This is an optimization exercise on Yosys and OpenROAD, whose aim is small area, not a production implementation.
Where RTL was checked, it was by simulation tests only, not by an equivalence proof against the original.
Power figures rest on the tool's default switching activity, not on a simulated workload.

==> module data_mem_responder, before the edit <==
module data_mem_responder #(
  parameter int LATENCY = 4,
  parameter int DEPTH   = 32
) (
  input  logic        clk_i,
  input  logic        rst_i,
  input  logic        req_i,
  input  logic        we_i,
  input  logic [31:0] addr_i,
  input  logic [31:0] wdata_i,
  output logic        ack_o,
  output logic [31:0] rdata_o,
  output logic        busy_o,
  output logic        err_o
);
  localparam int NTAP = 8;
  localparam int SEG  = DEPTH / NTAP;
  logic [2:0]  st;
  logic        we_q;
  logic        fault_q;
  logic [4:0]  idx_q;
  logic [4:0]  rot;
  logic [31:0] buf_q;
  logic        bufv_q;
  logic [31:0] ring  [DEPTH];
  logic [DEPTH-1:0] ringv;
  logic        swept;     
  logic        sweep;
  logic        idle;
  logic        accept;
  logic        in_fault;
  logic [4:0]  cur_idx;
  logic [4:0]  s;
  logic        at_tap;
  logic [2:0]  tap;
  logic        cap;
  assign idle     = (st == 3'd0);
  assign accept   = idle && req_i;
  assign in_fault = (addr_i[1:0] != 2'b00) || (addr_i[31:7] != '0);
  assign cur_idx  = idle ? addr_i[6:2] : idx_q;
  assign s        = cur_idx + rot + 5'd1;
  assign at_tap   = (s[1:0] == 2'b00);
  assign tap      = s[4:2];
  assign sweep    = !swept && (rot[4:2] == 3'd0);
  assign cap      = at_tap && (idle ? (req_i && !we_i) : (!we_q && st != 3'd4));
  logic            wr_nx;
  logic [2:0]      tap_nx;
  logic [NTAP-1:0] wsel;
  logic [NTAP-1:0] wkeep;
  assign tap_nx = s[4:2] + 3'd1;
  assign wr_nx  = (s[1:0] == 2'b11) &&
                 (accept ? (we_i && !in_fault)
                         : (we_q && !fault_q && (st == 3'd1 || st == 3'd2 || st == 3'd3)));
  logic [31:0] rd_word;
  logic        rd_v;
  always_comb begin
    rd_word = '0;
    rd_v    = 1'b0;
    for (int k = 0; k < NTAP; k++) begin
      if (((k + NTAP - 1) % NTAP) % 2 == 1)
        rd_word = rd_word | (~ring[(k * SEG + DEPTH - 1) % DEPTH] & {32{cap && tap == 3'(k)}});
      else
        rd_word = rd_word | (ring[(k * SEG + DEPTH - 1) % DEPTH] & {32{cap && tap == 3'(k)}});
      rd_v = rd_v | (ringv[(k * SEG + DEPTH - 1) % DEPTH] && cap && tap == 3'(k));
    end
  end
  logic        ld_w;
  logic        buf_hold;
  assign ld_w     = accept && we_i;
  assign buf_hold = !(ld_w || cap);
  assign busy_o  = rst_i && (!idle || req_i);
  assign ack_o   = (st == 3'd4);
  assign rdata_o = buf_q & {32{ack_o && !we_q && !fault_q && bufv_q}};
  always_ff @(posedge clk_i or negedge rst_i) begin
    if (!rst_i) begin
      st    <= 3'd0;
      err_o <= 1'b0;
      rot   <= '0;
      swept <= 1'b0;
      wsel  <= '0;
      wkeep <= '1;
    end else begin
      rot <= rot + 5'd1;
      if (rot == 5'd3) swept <= 1'b1;
      if (accept) st <= 3'd1;
      else if (!idle) st <= (st == 3'd4) ? 3'd0 : st + 3'd1;
      err_o <= (st == 3'd3) && fault_q;
      for (int k = 0; k < NTAP; k++) begin
        wsel[k]  <= wr_nx && (tap_nx == 3'(k));
        wkeep[k] <= !(wr_nx && (tap_nx == 3'(k)));
      end
    end
  end
  always_ff @(posedge clk_i) begin
    if (accept) begin
      we_q    <= we_i;
      fault_q <= in_fault;
      idx_q   <= addr_i[6:2];
    end
    buf_q <= rd_word | (wdata_i & {32{ld_w}}) | (buf_q & {32{buf_hold}});
    if (cap) bufv_q <= rd_v && !sweep;
  end
  always_ff @(posedge clk_i) begin
    for (int j = 0; j < DEPTH; j++) begin
      if (j % SEG == 0)
        ring[j] <= ~((ring[(j + DEPTH - 1) % DEPTH] | {32{wsel[j / SEG]}})
                   & ((((j / SEG) % 2 == 1) ? buf_q : ~buf_q) | {32{wkeep[j / SEG]}}));
      else
        ring[j] <= ring[(j + DEPTH - 1) % DEPTH];
    end
  end
  always_ff @(posedge clk_i) begin
    for (int j = 0; j < DEPTH; j++) begin
      if (j % SEG == 0)
        ringv[j] <= (ringv[(j + DEPTH - 1) % DEPTH] && !sweep) || wsel[j / SEG];
      else
        ringv[j] <= ringv[(j + DEPTH - 1) % DEPTH];
    end
  end
endmodule
clock: 5.0 ns
lec_check: 0
cap_margin: 20
core_margin: 2
core_utilization: 70
slew_margin: 20
standard.sh (not shown) runs the stock make flow with config.mk's settings and CLKGATE_MAP_FILE= SYNTH_SCRIPT=/design/flow/synth_recipe.tcl, a recipe that flattens the netlist after the stock synthesis.
==> flow/flow/run.sh <==
#!/bin/bash
# Own layout flow: the standard flow (standard.sh) with two changes:
#  - CTS without dummy loads, built from larger clkbuf_8 sink clusters;
#  - port buffers use buf_1 instead of the default choice.
# standard.sh's full output goes to standard.log; ORFS's per-step logs stay in orfs/logs.
set -e
export CTS_ARGS="-sink_clustering_enable -repair_clock_nets -dont_use_dummy_load -buf_list sky130_fd_sc_hd__clkbuf_8 -sink_clustering_size 20 -sink_clustering_max_diameter 50"
export BUFFER_PORTS_ARGS="-buffer_cell sky130_fd_sc_hd__buf_1"
bash standard.sh > standard.log 2>&1
Edit:
--- a/flow/design.v
+++ b/flow/design.v
@@ -31,18 +31,12 @@
   logic        in_fault;
   logic [4:0]  cur_idx;
   logic [4:0]  s;
-  logic        at_tap;
-  logic [2:0]  tap;
-  logic        cap;
   assign idle     = (st == 3'd0);
   assign accept   = idle && req_i;
   assign in_fault = (addr_i[1:0] != 2'b00) || (addr_i[31:7] != '0);
   assign cur_idx  = idle ? addr_i[6:2] : idx_q;
   assign s        = cur_idx + rot + 5'd1;
-  assign at_tap   = (s[1:0] == 2'b00);
-  assign tap      = s[4:2];
   assign sweep    = !swept && (rot[4:2] == 3'd0);
-  assign cap      = at_tap && (idle ? (req_i && !we_i) : (!we_q && st != 3'd4));
   logic            wr_nx;
   logic [2:0]      tap_nx;
   logic [NTAP-1:0] wsel;
@@ -51,26 +45,32 @@
   assign wr_nx  = (s[1:0] == 2'b11) &&
                  (accept ? (we_i && !in_fault)
                          : (we_q && !fault_q && (st == 3'd1 || st == 3'd2 || st == 3'd3)));
-  logic [31:0] rd_word;
-  logic        rd_v;
+  logic            rd_nx;
+  logic [NTAP-1:0] rsel;
+  logic [31:0]     rd_word;
+  logic            rd_v;
+  logic            hit;
+  assign rd_nx = (s[1:0] == 2'b11) &&
+                 (accept ? !we_i : (!idle && !we_q && st != 3'd4));
   always_comb begin
     rd_word = '0;
     rd_v    = 1'b0;
     for (int k = 0; k < NTAP; k++) begin
       if (((k + NTAP - 1) % NTAP) % 2 == 1)
-        rd_word = rd_word | (~ring[(k * SEG + DEPTH - 1) % DEPTH] & {32{cap && tap == 3'(k)}});
+        rd_word = rd_word | (~ring[(k * SEG + DEPTH - 1) % DEPTH] & {32{rsel[k]}});
       else
-        rd_word = rd_word | (ring[(k * SEG + DEPTH - 1) % DEPTH] & {32{cap && tap == 3'(k)}});
-      rd_v = rd_v | (ringv[(k * SEG + DEPTH - 1) % DEPTH] && cap && tap == 3'(k));
+        rd_word = rd_word | (ring[(k * SEG + DEPTH - 1) % DEPTH] & {32{rsel[k]}});
+      rd_v = rd_v | (ringv[(k * SEG + DEPTH - 1) % DEPTH] && rsel[k]);
     end
   end
+  assign hit = |rsel;
   logic        ld_w;
-  logic        buf_hold;
-  assign ld_w     = accept && we_i;
-  assign buf_hold = !(ld_w || cap);
+  logic        buf_en;
+  assign ld_w   = accept && we_i;
+  assign buf_en = accept || (hit && !ack_o);
   assign busy_o  = rst_i && (!idle || req_i);
   assign ack_o   = (st == 3'd4);
-  assign rdata_o = buf_q & {32{ack_o && !we_q && !fault_q && bufv_q}};
+  assign rdata_o = (buf_q | rd_word) & {32{ack_o && !we_q && !fault_q && (bufv_q || rd_v)}};
   always_ff @(posedge clk_i or negedge rst_i) begin
     if (!rst_i) begin
       st    <= 3'd0;
@@ -78,6 +78,7 @@
       rot   <= '0;
       swept <= 1'b0;
       wsel  <= '0;
+      rsel  <= '0;
       wkeep <= '1;
     end else begin
       rot <= rot + 5'd1;
@@ -86,6 +87,7 @@
       else if (!idle) st <= (st == 3'd4) ? 3'd0 : st + 3'd1;
       err_o <= (st == 3'd3) && fault_q;
       for (int k = 0; k < NTAP; k++) begin
+        rsel[k]  <= rd_nx && (tap_nx == 3'(k));
         wsel[k]  <= wr_nx && (tap_nx == 3'(k));
         wkeep[k] <= !(wr_nx && (tap_nx == 3'(k)));
       end
@@ -97,8 +99,10 @@
       fault_q <= in_fault;
       idx_q   <= addr_i[6:2];
     end
-    buf_q <= rd_word | (wdata_i & {32{ld_w}}) | (buf_q & {32{buf_hold}});
-    if (cap) bufv_q <= rd_v && !sweep;
+    if (buf_en) begin
+      buf_q  <= rd_word | (wdata_i & {32{ld_w}});
+      bufv_q <= rd_v && !sweep;
+    end
   end
   always_ff @(posedge clk_i) begin
     for (int j = 0; j < DEPTH; j++) begin
The changed run completed without violations.
Clock power increases by about 2%.
Global-route usage is lower by 0.61 points.
Wire length shrinks by about 4%.
Count of clock-buffer cells in the layout rose by 1.
First-iteration DRC count came out higher by 9.9%.
The RTL of the second run of this note was laid out without a check of its function.

## what the ideal ports hide
Ports are ideal in the flow. The routed layouts listed here were re-timed in OpenROAD.
Step 1 sets driving cells, clkbuf_16 on the clock port and buf_2 on the other inputs (assumed; they add their load-dependent delay and slew).
Step 2 times the ports against the registers' clock, not the clock port: input delays grow and output delays shrink by t, the midpoint of the rising clock arrivals with the driver on.
Three values: ideal, step 1, step 2; two values: the first two.
| run | t (ns) | slack for setup (ns) | worst setup path after step 2 |
|---|---|---|---|
| the first run | 0.669 | 0.462 / 0.462 / 0.462 | register to register |
| the second run | 0.679 | 0.960 / 0.908 / 1.567 | register to register |
After both steps setup and hold are still met in every run listed.
